Context: an optimization exercise on an open-source flow, tuned for small area. The choices shown serve that exercise and are no tape-out recipe. Only simulation tests tie the RTL to the original design; equivalence was not proved. Power and IR drop assume default switching activity.

lane 4:
## mode7_stepper
module mode7_stepper #(
  parameter int HACT = 640,
  parameter int VACT = 480,
  parameter int VTOT = 525
) (
  input  logic        clk,
  input  logic        reset,
  input  logic        p_tick,
  input  logic        video_on,
  input  logic [9:0]  pixel_x,
  input  logic [9:0]  pixel_y,
  input  logic [15:0] originx,
  input  logic [15:0] originy,
  input  logic [15:0] offsetx,
  input  logic [15:0] offsety,
  input  logic [23:0] scalex,
  input  logic [23:0] scaley,
  input  logic [8:0]  angle,
  input  logic [15:0] tex_mask,
  output logic [8:0]  rom_addr,
  input  logic [15:0] rom_cos,
  input  logic [15:0] rom_sin,
  output logic [15:0] tex_u,
  output logic [15:0] tex_v,
  output logic        tex_valid
);
Size in the first run: about 1200 cells after synthesis, about 240 I/O pins.
clock: 14.0 ns
lec_check: 0
cap_margin: 5
core_margin: 2
core_utilization: 75
place_density: 0.85
slew_margin: 5
buffer_ports_args: -buffer_cell sky130_fd_sc_hd__buf_1
cts_args: -sink_clustering_enable -repair_clock_nets -sink_clustering_size 16 -sink_clustering_max_diameter 60 -buf_list sky130_fd_sc_hd__clkbuf_8 -dont_use_dummy_load
standard.sh (not shown) runs the stock make flow with config.mk's settings and CLKGATE_MAP_FILE= SYNTH_SCRIPT=/design/flow/synth_recipe.tcl, a recipe that flattens the netlist after the stock synthesis.
==> flow/flow/run.sh <==
#!/bin/bash
set -e
cd "$(dirname "$0")/.."
cat >> "$FLOW_CONFIG" <<'EOC'
export BUFFER_PORTS_ARGS = -buffer_cell sky130_fd_sc_hd__buf_1
export CTS_ARGS = -sink_clustering_enable -repair_clock_nets -sink_clustering_size 16 -sink_clustering_max_diameter 60 -buf_list sky130_fd_sc_hd__clkbuf_8 -dont_use_dummy_load
EOC
bash standard.sh > standard.log 2>&1
## Diff of input files: lane 5 against lane 4
==> flow/config.mk <==
export PLATFORM = sky130hd
export DESIGN_NAME = mode7_stepper
export DESIGN_NICKNAME = mode7_stepper
export VERILOG_FILES = /design/flow/design.v
export SDC_FILE = /design/flow/constraint.sdc
export NUM_CORES = 4
export LEC_CHECK = 0
export CAP_MARGIN = 20
export CORE_MARGIN = 2
export CORE_UTILIZATION = 75
export PLACE_DENSITY = 0.85
export SLEW_MARGIN = 20
export BUFFER_PORTS_ARGS = -buffer_cell sky130_fd_sc_hd__buf_1
export CTS_ARGS = -sink_clustering_enable -repair_clock_nets -sink_clustering_size 16 -sink_clustering_max_diameter 60 -buf_list sky130_fd_sc_hd__clkbuf_8 -dont_use_dummy_load
Notes after the runs:
Changes observed in lane 5 relative to lane 4: final standard cell utilization of the core comparable; CTS sink count held steady; highest cell delay on the worst timing path held steady; number of flip-flops and latches level; routed wire length barely changed. Re proportion of synthesized chip area in sequential cells: no difference whatsoever between lane 5 and lane 4. Met3 demand-to-capacity share in global routing came out exactly the same in lane 5 and lane 4.

========
Setup of alpha:
mode7_stepper, a different RTL version from the one above (not shown whole).
For scale: roughly 1300 cells after synthesis, ~380 flip-flops, ~240 I/O pins, ~0.017 mm^2 of cells after synthesis.
Settings: LEC_CHECK=0, CAP_MARGIN=20, CORE_MARGIN=2, CORE_UTILIZATION=40, CTS_BUF_LIST=sky130_fd_sc_hd__clkbuf_16, CTS_CLUSTER_DIAMETER=120, CTS_CLUSTER_SIZE=32, SLEW_MARGIN=20; clock period 14.0 ns.
run.sh (not shown) runs the stock make flow with config.mk's settings and CLKGATE_MAP_FILE= SYNTH_SCRIPT=/design/flow/synth_recipe.tcl, a recipe that flattens the netlist after the stock synthesis.
Stock flow here: none of the scripts above is used.
Looking at the reports, alpha completed the entire flow and the layout it produced met the timing, design-rule and antenna checks.
Relative to alpha, the following input files were edited for beta:
Settings: removing CTS_CLUSTER_DIAMETER (formerly 120); setting BUFFER_PORTS_ARGS to -buffer_cell sky130_fd_sc_hd__buf_1 for the first time; removing CTS_CLUSTER_SIZE (formerly 32); removing CTS_BUF_LIST (formerly sky130_fd_sc_hd__clkbuf_16).
==> flow/flow/run.sh (new file) <==
#!/bin/bash
set -e
cd "$(dirname "$0")/.."
echo "export BUFFER_PORTS_ARGS = -buffer_cell sky130_fd_sc_hd__buf_1" >> "$FLOW_CONFIG"
bash standard.sh > standard.log 2>&1
==> flow/standard.sh (new file) <==
#!/bin/bash
# synth_recipe.tcl (not shown) runs the flow's synth.tcl, then flattens the netlist and writes it again
# the make line also repeats each setting of config.mk as NAME=value (left out here)
make -C /OpenROAD-flow-scripts/flow DESIGN_CONFIG=/design/flow/config.mk WORK_HOME=/design/flow/orfs CLKGATE_MAP_FILE= SYNTH_SCRIPT=/design/flow/synth_recipe.tcl "${@:-finish}"
removed: flow/run.sh
### Flow results
Global routing met3 resource utilization (lower): alpha
Number of iterations in the first detailed-routing pass for beta: 1 down relative to alpha
Compared to alpha, beta shows a narrower setup margin.
Edits applied to the flow inputs when going from beta to gamma:
Settings: setting CTS_CLUSTER_DIAMETER to 60 for the first time; setting CTS_BUF_LIST to sky130_fd_sc_hd__clkbuf_8 for the first time; removing BUFFER_PORTS_ARGS (formerly -buffer_cell sky130_fd_sc_hd__buf_1); setting CTS_CLUSTER_SIZE to 16 for the first time.
==> flow/run.sh (new file) <==
#!/bin/bash
# synth_recipe.tcl (not shown) runs the flow's synth.tcl, then flattens the netlist and writes it again
# the make line also repeats each setting of config.mk as NAME=value (left out here)
make -C /OpenROAD-flow-scripts/flow DESIGN_CONFIG=/design/flow/config.mk WORK_HOME=/design/flow/orfs CLKGATE_MAP_FILE= SYNTH_SCRIPT=/design/flow/synth_recipe.tcl finish
removed: flow/flow/run.sh
removed: flow/standard.sh
==> results.txt <==
- Looking at the reports, gamma completed the entire flow and the layout it produced met the timing, design-rule and antenna checks.
- From beta to gamma the numbers moved as follows: proportion of cell area occupied by registers now sits lower; number of H-tree levels shows a reduction of 1.
- Compared with beta, gamma shows a higher combinational share of power.
- beta → gamma: met1 capacity usage during global routing +0.66 points; met2 layer wire length in the routed design +about 2%.
- beta -> gamma: final design instance area without fill increased by a few percent
- Sort gamma and beta by TritonCTS buffer count desc -> top: beta
Edits applied to the flow inputs when going from gamma to delta:
Settings: a deleted CTS_CLUSTER_SIZE that had been 16; a deleted CTS_BUF_LIST that had been sky130_fd_sc_hd__clkbuf_8; a deleted CTS_CLUSTER_DIAMETER that had been 60.
Findings:
Relative to gamma, required time at the worst-slack endpoint has gone down in delta. gamma closes out successfully: all stages finished, all timing, DRC and antenna checks passed. delta completed; timing, DRC and antenna clean. In the reports for delta and gamma, the larger layout buffering overhead excluding clock cells belongs to gamma. Diff delta..gamma | synthesized instance count | unchanged. [delta] fmax fell 0.65% relative to gamma. The first-pass GRT wire length in delta was higher than what gamma gave. Number of clock-tree buffers in the layout, delta vs gamma: up by more than half. Changes observed in delta relative to gamma: worst slew margin relative to its limit flat, core utilization up 2.0 points, post-layout instance area up 4.0%, met2 layer wire length in the routed design up about 1.6%.

========
== run 1 ==
The RTL this note starts from:
==> flow/design.v <==
module mode7_stepper #(
  parameter int HACT = 640,
  parameter int VACT = 480,
  parameter int VTOT = 525
) (
  input  logic        clk,
  input  logic        reset,
  input  logic        p_tick,
  input  logic        video_on,
  input  logic [9:0]  pixel_x,
  input  logic [9:0]  pixel_y,
  input  logic [15:0] originx,
  input  logic [15:0] originy,
  input  logic [15:0] offsetx,
  input  logic [15:0] offsety,
  input  logic [23:0] scalex,
  input  logic [23:0] scaley,
  input  logic [8:0]  angle,
  input  logic [15:0] tex_mask,
  output logic [8:0]  rom_addr,
  input  logic [15:0] rom_cos,
  input  logic [15:0] rom_sin,
  output logic [15:0] tex_u,
  output logic [15:0] tex_v,
  output logic        tex_valid
);
  localparam logic [9:0] X_END  = 10'(HACT);
  localparam logic [9:0] Y_ACT  = 10'(VACT);
  localparam logic [9:0] Y_LAST = 10'(VTOT - 1);
  localparam int W  = 38;    
  localparam int WL = 19;    
  localparam int WH = W - WL;
  typedef enum logic [1:0] {IDLE, FD, FS, LINE} mode_t;
  logic        ld, line_end, arm, present;
  logic [9:0]  ny;
  assign ld       = p_tick && (pixel_x == '0) && (pixel_y == Y_ACT);
  assign line_end = p_tick && (pixel_x == X_END);
  assign ny       = (pixel_y == Y_LAST) ? 10'd0 : pixel_y + 10'd1;
  assign arm      = line_end && (ny < Y_ACT);
  logic [8:0]  ra;
  logic        dflt;
  logic [15:0] mask, ox, oy, offx, offy;
  assign rom_addr = ra;
  always_ff @(posedge clk or negedge reset) begin
    if (!reset) begin
      ra   <= '0;
      dflt <= 1'b1;
    end else if (ld) begin
      ra   <= angle;
      dflt <= 1'b0;
    end
  end
  always_ff @(posedge clk) begin
    if (ld) begin
      mask <= tex_mask;
      ox   <= originx;
      oy   <= originy;
      offx <= offsetx;
      offy <= offsety;
    end
  end
  mode_t      mode;
  logic [5:0] k;
  logic [1:0] ph;
  logic       fin, armed;
  logic [8:0] yl;    
  assign present = p_tick && video_on && armed;
  always_ff @(posedge clk or negedge reset) begin
    if (!reset) begin
      mode  <= IDLE;
      k     <= '0;
      ph    <= '0;
      fin   <= 1'b0;
      armed <= 1'b0;
    end else begin
      if (line_end) armed <= (ny < Y_ACT);
      if (ld || arm) begin
        mode <= ld ? FD : LINE;
        k    <= 6'd37;
        ph   <= '0;
        fin  <= 1'b0;
      end else if (mode != IDLE) begin
        ph <= ph + 2'd1;
        if (!fin) begin
          if (ph == 2'd3 || (ph == 2'd2 && k >= 6'd9)) begin
            ph <= (k == '0) ? 2'd1 : 2'd0;
            fin <= (k == '0);
            k   <= k - 6'd1;
          end
        end else if (ph == 2'd0) begin
          ph   <= 2'd0;
          fin  <= 1'b0;
          k    <= 6'd37;
          mode <= (mode == FD) ? FS : IDLE;
        end
      end
    end
  end
  always_ff @(posedge clk) begin
    if (line_end) yl <= ny[8:0];
  end
  logic [3:0] kc, ko;
  logic       cosb, sinb, oxb, oyb, ylb, offxb, offyb;
  assign kc    = (k >= 6'd15) ? 4'd15 : k[3:0];
  assign ko    = 4'(k - 6'd22);
  assign cosb  = rom_cos[kc];
  assign sinb  = rom_sin[kc];
  assign oxb   = (k < 6'd16) && ox[k[3:0]];
  assign oyb   = (k < 6'd16) && oy[k[3:0]];
  assign ylb   = (k < 6'd9) && yl[k[3:0]];
  assign offxb = (k >= 6'd22) && offx[ko];
  assign offyb = (k >= 6'd22) && offy[ko];
  logic line, run, hd;
  logic selA, selD, selSu, selSv, inju, injv, cinu, cinv;
  assign line = (mode == LINE);
  assign run  = (mode != IDLE);
  assign hd   = line && !dflt;
  always_comb begin
    selA  = 1'b0;
    cinu  = 1'b0;
    cinv  = 1'b0;
    selD  = present && !dflt;
    selSu = 1'b0;
    selSv = 1'b0;
    if (run && !fin) begin
      case (ph)
        2'd0: begin
          selA = 1'b1;
          cinu = hd && offxb;
          cinv = hd && offyb;
        end
        2'd1: selD = hd && !oxb;
        2'd2: begin
          selSu = line ? hd && !oyb : (mode == FD) ? cosb : !sinb;
          selSv = line ? hd && !oyb : (mode == FD) ? sinb : cosb;
        end
        default: begin
          selSu = hd && ylb;
          selSv = hd && ylb;
        end
      endcase
    end else if (run) begin
      case (ph)
        2'd1: selD = hd;
        2'd2: begin
          selSu = hd || (mode == FS);
          selSv = hd;
        end
        default: ;
      endcase
    end
  end
  assign inju = dflt && present;
  assign injv = dflt && line && !fin && (ph == 2'd3) && ylb;
  logic [WL-1:0] Aln, Bln, Al, Bl;
  logic [WH-1:0] Ahn, Bhn, Ah, Bh;
  assign Al = ~Aln;
  assign Bl = ~Bln;
  assign Ah = ~Ahn;
  assign Bh = ~Bhn;
  logic [W-1:0]  Du, Dv, Su, Sv;
  logic          cun, cvn;                
  logic          hA, hD, hSu, hSv, hiu, hiv;   
  function automatic logic [WL:0] add_lo(input logic [WL-1:0] a, input logic [WL-1:0] b,
                                         input logic ci);
    logic [WL:0]   c;
    logic [WL-1:0] s;
    c[0] = ci;
    for (int i = 0; i < WL; i++) begin
      s[i]   = a[i] ^ b[i] ^ c[i];
      c[i+1] = (a[i] & b[i]) | (a[i] & c[i]) | (b[i] & c[i]);
    end
    add_lo = {c[WL], s};
  endfunction
  function automatic logic [WH-1:0] add_hi(input logic [WH-1:0] a, input logic [WH-1:0] b,
                                           input logic ci);
    logic [WH:0]   c;
    logic [WH-1:0] s;
    c[0] = ci;
    for (int i = 0; i < WH; i++) begin
      s[i]   = a[i] ^ b[i] ^ c[i];
      c[i+1] = (a[i] & b[i]) | (a[i] & c[i]) | (b[i] & c[i]);
    end
    add_hi = s;
  endfunction
  logic [WL-1:0] xul, xvl;
  logic [WH-1:0] xuh, xvh;
  logic [WL:0]   sul, svl;    
  logic [WH-1:0] suh, svh;
  assign xul = ({WL{selA}} & Al) | ({WL{selD}} & Du[WL-1:0]) | ({WL{selSu}} & Su[WL-1:0]);
  assign xvl = ({WL{selA}} & Bl) | ({WL{selD}} & Dv[WL-1:0]) | ({WL{selSv}} & Sv[WL-1:0]);
  assign xuh = ({WH{hA}} & Ah) | ({WH{hD}} & Du[W-1:WL]) | ({WH{hSu}} & Su[W-1:WL]) |
               (WH'(hiu) << (22 - WL));
  assign xvh = ({WH{hA}} & Bh) | ({WH{hD}} & Dv[W-1:WL]) | ({WH{hSv}} & Sv[W-1:WL]) |
               (WH'(hiv) << (22 - WL));
  assign sul = add_lo(Aln, ~xul, !cinu);
  assign svl = add_lo(Bln, ~xvl, !cinv);
  assign suh = add_hi(Ahn, ~xuh, cun);
  assign svh = add_hi(Bhn, ~xvh, cvn);
  always_ff @(posedge clk) begin
    Aln <= sul[WL-1:0];
    Bln <= svl[WL-1:0];
    cun <= sul[WL];
    cvn <= svl[WL];
    Ahn <= suh;
    Bhn <= svh;
  end
  always_ff @(posedge clk) begin
    hA  <= selA;
    hD  <= selD;
    hSu <= selSu;
    hSv <= selSv;
    hiu <= inju;
    hiv <= injv;
  end
  logic wb;
  assign wb = run && fin && (ph == 2'd0);
  always_ff @(posedge clk) begin
    if (ld) begin
      Su <= W'(scalex);
      Sv <= W'(scaley);
    end else if (wb && mode == FS) begin
      Su <= {Ah, Al};
      Sv <= {Bh, Bl};
    end
    if (wb && mode == FD) begin
      Du <= {Ah, Al};
      Dv <= {Bh, Bl};
    end
  end
  always_ff @(posedge clk or negedge reset) begin
    if (!reset) begin
      tex_u     <= '0;
      tex_v     <= '0;
      tex_valid <= 1'b0;
    end else begin
      tex_valid <= present;
      if (present) begin
        tex_u <= ~suh[WH-1:WH-16] & (mask | {16{dflt}});
        tex_v <= ~svh[WH-1:WH-16] & (mask | {16{dflt}});
      end
    end
  end
endmodule
clock: 14.0 ns
lec_check: 0
cap_margin: 20
core_margin: 2
core_utilization: 40
slew_margin: 20
buffer_ports_args: -buffer_cell sky130_fd_sc_hd__buf_1
cts_args: -sink_clustering_enable -repair_clock_nets -sink_clustering_size 20 -sink_clustering_max_diameter 70 -buf_list sky130_fd_sc_hd__clkbuf_8 -dont_use_dummy_load
standard.sh (not shown) runs the stock make flow with config.mk's settings and CLKGATE_MAP_FILE= SYNTH_SCRIPT=/design/flow/synth_recipe.tcl, a recipe that flattens the netlist after the stock synthesis.
==> flow/flow/run.sh <==
#!/bin/bash
set -e
cd "$(dirname "$0")/.."
cat >> "$FLOW_CONFIG" <<'EOC'
export BUFFER_PORTS_ARGS = -buffer_cell sky130_fd_sc_hd__buf_1
export CTS_ARGS = -sink_clustering_enable -repair_clock_nets -sink_clustering_size 20 -sink_clustering_max_diameter 70 -buf_list sky130_fd_sc_hd__clkbuf_8 -dont_use_dummy_load
EOC
bash standard.sh > standard.log 2>&1
No stage failed in run 1, and the final checks on the layout all came back clean.
Input-level comparison between run 2 and run 1:
- changing CORE_UTILIZATION from 40 to 60
- changing CTS_ARGS from -sink_clustering_enable -repair_clock_nets -sink_clustering_size 20 -sink_clustering_max_diameter 70 -buf_list sky130_fd_sc_hd__clkbuf_8 -dont_use_dummy_load to -sink_clustering_enable -repair_clock_nets -sink_clustering_size 16 -sink_clustering_max_diameter 60 -buf_list sky130_fd_sc_hd__clkbuf_8 -dont_use_dummy_load
==> flow/flow/run.sh <==
#!/bin/bash
set -e
cd "$(dirname "$0")/.."
cat >> "$FLOW_CONFIG" <<'EOC'
export BUFFER_PORTS_ARGS = -buffer_cell sky130_fd_sc_hd__buf_1
export CTS_ARGS = -sink_clustering_enable -repair_clock_nets -sink_clustering_size 16 -sink_clustering_max_diameter 60 -buf_list sky130_fd_sc_hd__clkbuf_8 -dont_use_dummy_load
EOC
bash standard.sh > standard.log 2>&1
Notes after the runs:
Going from run 1 to run 2, the die area was shrunk. Compared with run 1, run 2 shows a relative area change from synthesis to final layout that is 1.4 points lower. Power (lower): run 2. Diff run 1 -> run 2: routed wire length dropped 9.2%, fraction of cell area in non-clock buffers barely changed, post-detailed-route via-to-cell ratio climbed 0.50, fraction of power consumed by combinational cells dropped 0.2 points, total global-route track usage climbed 6.5 points. On internal power, run 2 tracks run 1 almost exactly.
### run 2 -> run 3
- CORE_UTILIZATION now 40, was 60
[summary]
Diff run 2 -> run 3: power picked up an extra about 3.6%, fmax picked up an extra 0.71%. Going from run 2 to run 3, CTS buffer count grows by about 20%. Adder and majority gate portion of the synthesized area: run 3 vs run 2 — no meaningful difference. Re critical path depth in cells: run 2 was higher than run 3. Run 3 reports a higher post-route cell area than run 2 does. Routed wire length in run 3 is 3500 um above run 2.
[inputs] run 4 vs run 3
- changing CTS_ARGS from -sink_clustering_enable -repair_clock_nets -sink_clustering_size 16 -sink_clustering_max_diameter 60 -buf_list sky130_fd_sc_hd__clkbuf_8 -dont_use_dummy_load to -sink_clustering_enable -repair_clock_nets -sink_clustering_size 26 -sink_clustering_max_diameter 80 -buf_list sky130_fd_sc_hd__clkbuf_16 -dont_use_dummy_load
==> flow/flow/run.sh <==
#!/bin/bash
set -e
cd "$(dirname "$0")/.."
cat >> "$FLOW_CONFIG" <<'EOC'
export BUFFER_PORTS_ARGS = -buffer_cell sky130_fd_sc_hd__buf_1
export CTS_ARGS = -sink_clustering_enable -repair_clock_nets -sink_clustering_size 26 -sink_clustering_max_diameter 80 -buf_list sky130_fd_sc_hd__clkbuf_16 -dont_use_dummy_load
EOC
bash standard.sh > standard.log 2>&1
[summary]
Total power of run 4 is higher than that of run 3. | share of cell area taken by muxes after synthesis | run 3 vs run 4 | ≈ equal |. Run 4 against run 3: worst-case setup margin in the final layout -48 ps, count of clock-buffer cells in the layout fell by 13, clock group share of total power +2.0 points. Run 4: global-route total usage across every layer is 0.29 points lower than what run 3 reported. Compare run 4 and run 3 | final critical delay including setup and external delays higher: run 4. Run 4 vs. run 3: tap cell count barely changed, final worst hold slack climbed 4.5 ps.

==> re-timing with driven ports <==
Ports are ideal in the flow. The routed layouts listed here were re-timed in OpenROAD.
Step 1 (the two cells are an assumption about what drives the block):
set clk [get_ports {clk}]
set_driving_cell -lib_cell sky130_fd_sc_hd__clkbuf_16 $clk
set_driving_cell -lib_cell sky130_fd_sc_hd__buf_2 [delete_from_list [all_inputs] $clk]
Step 2, shift: input delay + t, output delay - t, t = (earliest + latest rising clock arrival at the registers) / 2. This alone moves slack from input paths to output paths.
a / b / c = ideal ports / drivers / drivers and shift; a / b = the first two.
run | shift t [ns] | setup WS [ns] | worst register clock-pin slew, ns
lane 4 | 0.623 | 1.811 / 1.827 / 1.204 | 0.11 / 0.11
lane 5 | 0.623 | 1.811 / 1.827 / 1.204 | 0.11 / 0.11
alpha | 0.575 | 1.671 / 1.702 / 1.128 | 0.12 / 0.12
beta | 0.599 | 1.610 / 1.641 / 1.043 | 0.06 / 0.06
gamma | 0.673 | 1.733 / 1.762 / 1.089 | 0.10 / 0.10
delta | 0.589 | 1.653 / 1.679 / 1.090 | 0.07 / 0.07
run 1 | 0.661 | 2.114 / 2.143 / 1.482 | 0.12 / 0.12
run 2 | 0.645 | 2.021 / 2.048 / 1.403 | 0.10 / 0.10
run 3 | 0.623 | 2.105 / 2.132 / 1.509 | 0.10 / 0.10
run 4 | 0.595 | 2.058 / 2.089 / 1.494 | 0.10 / 0.10
After both steps every run listed still meets setup and hold. For gamma, which loses most, drivers alone change the setup slack by +0.029 ns; drivers and shift together by -0.644 ns.
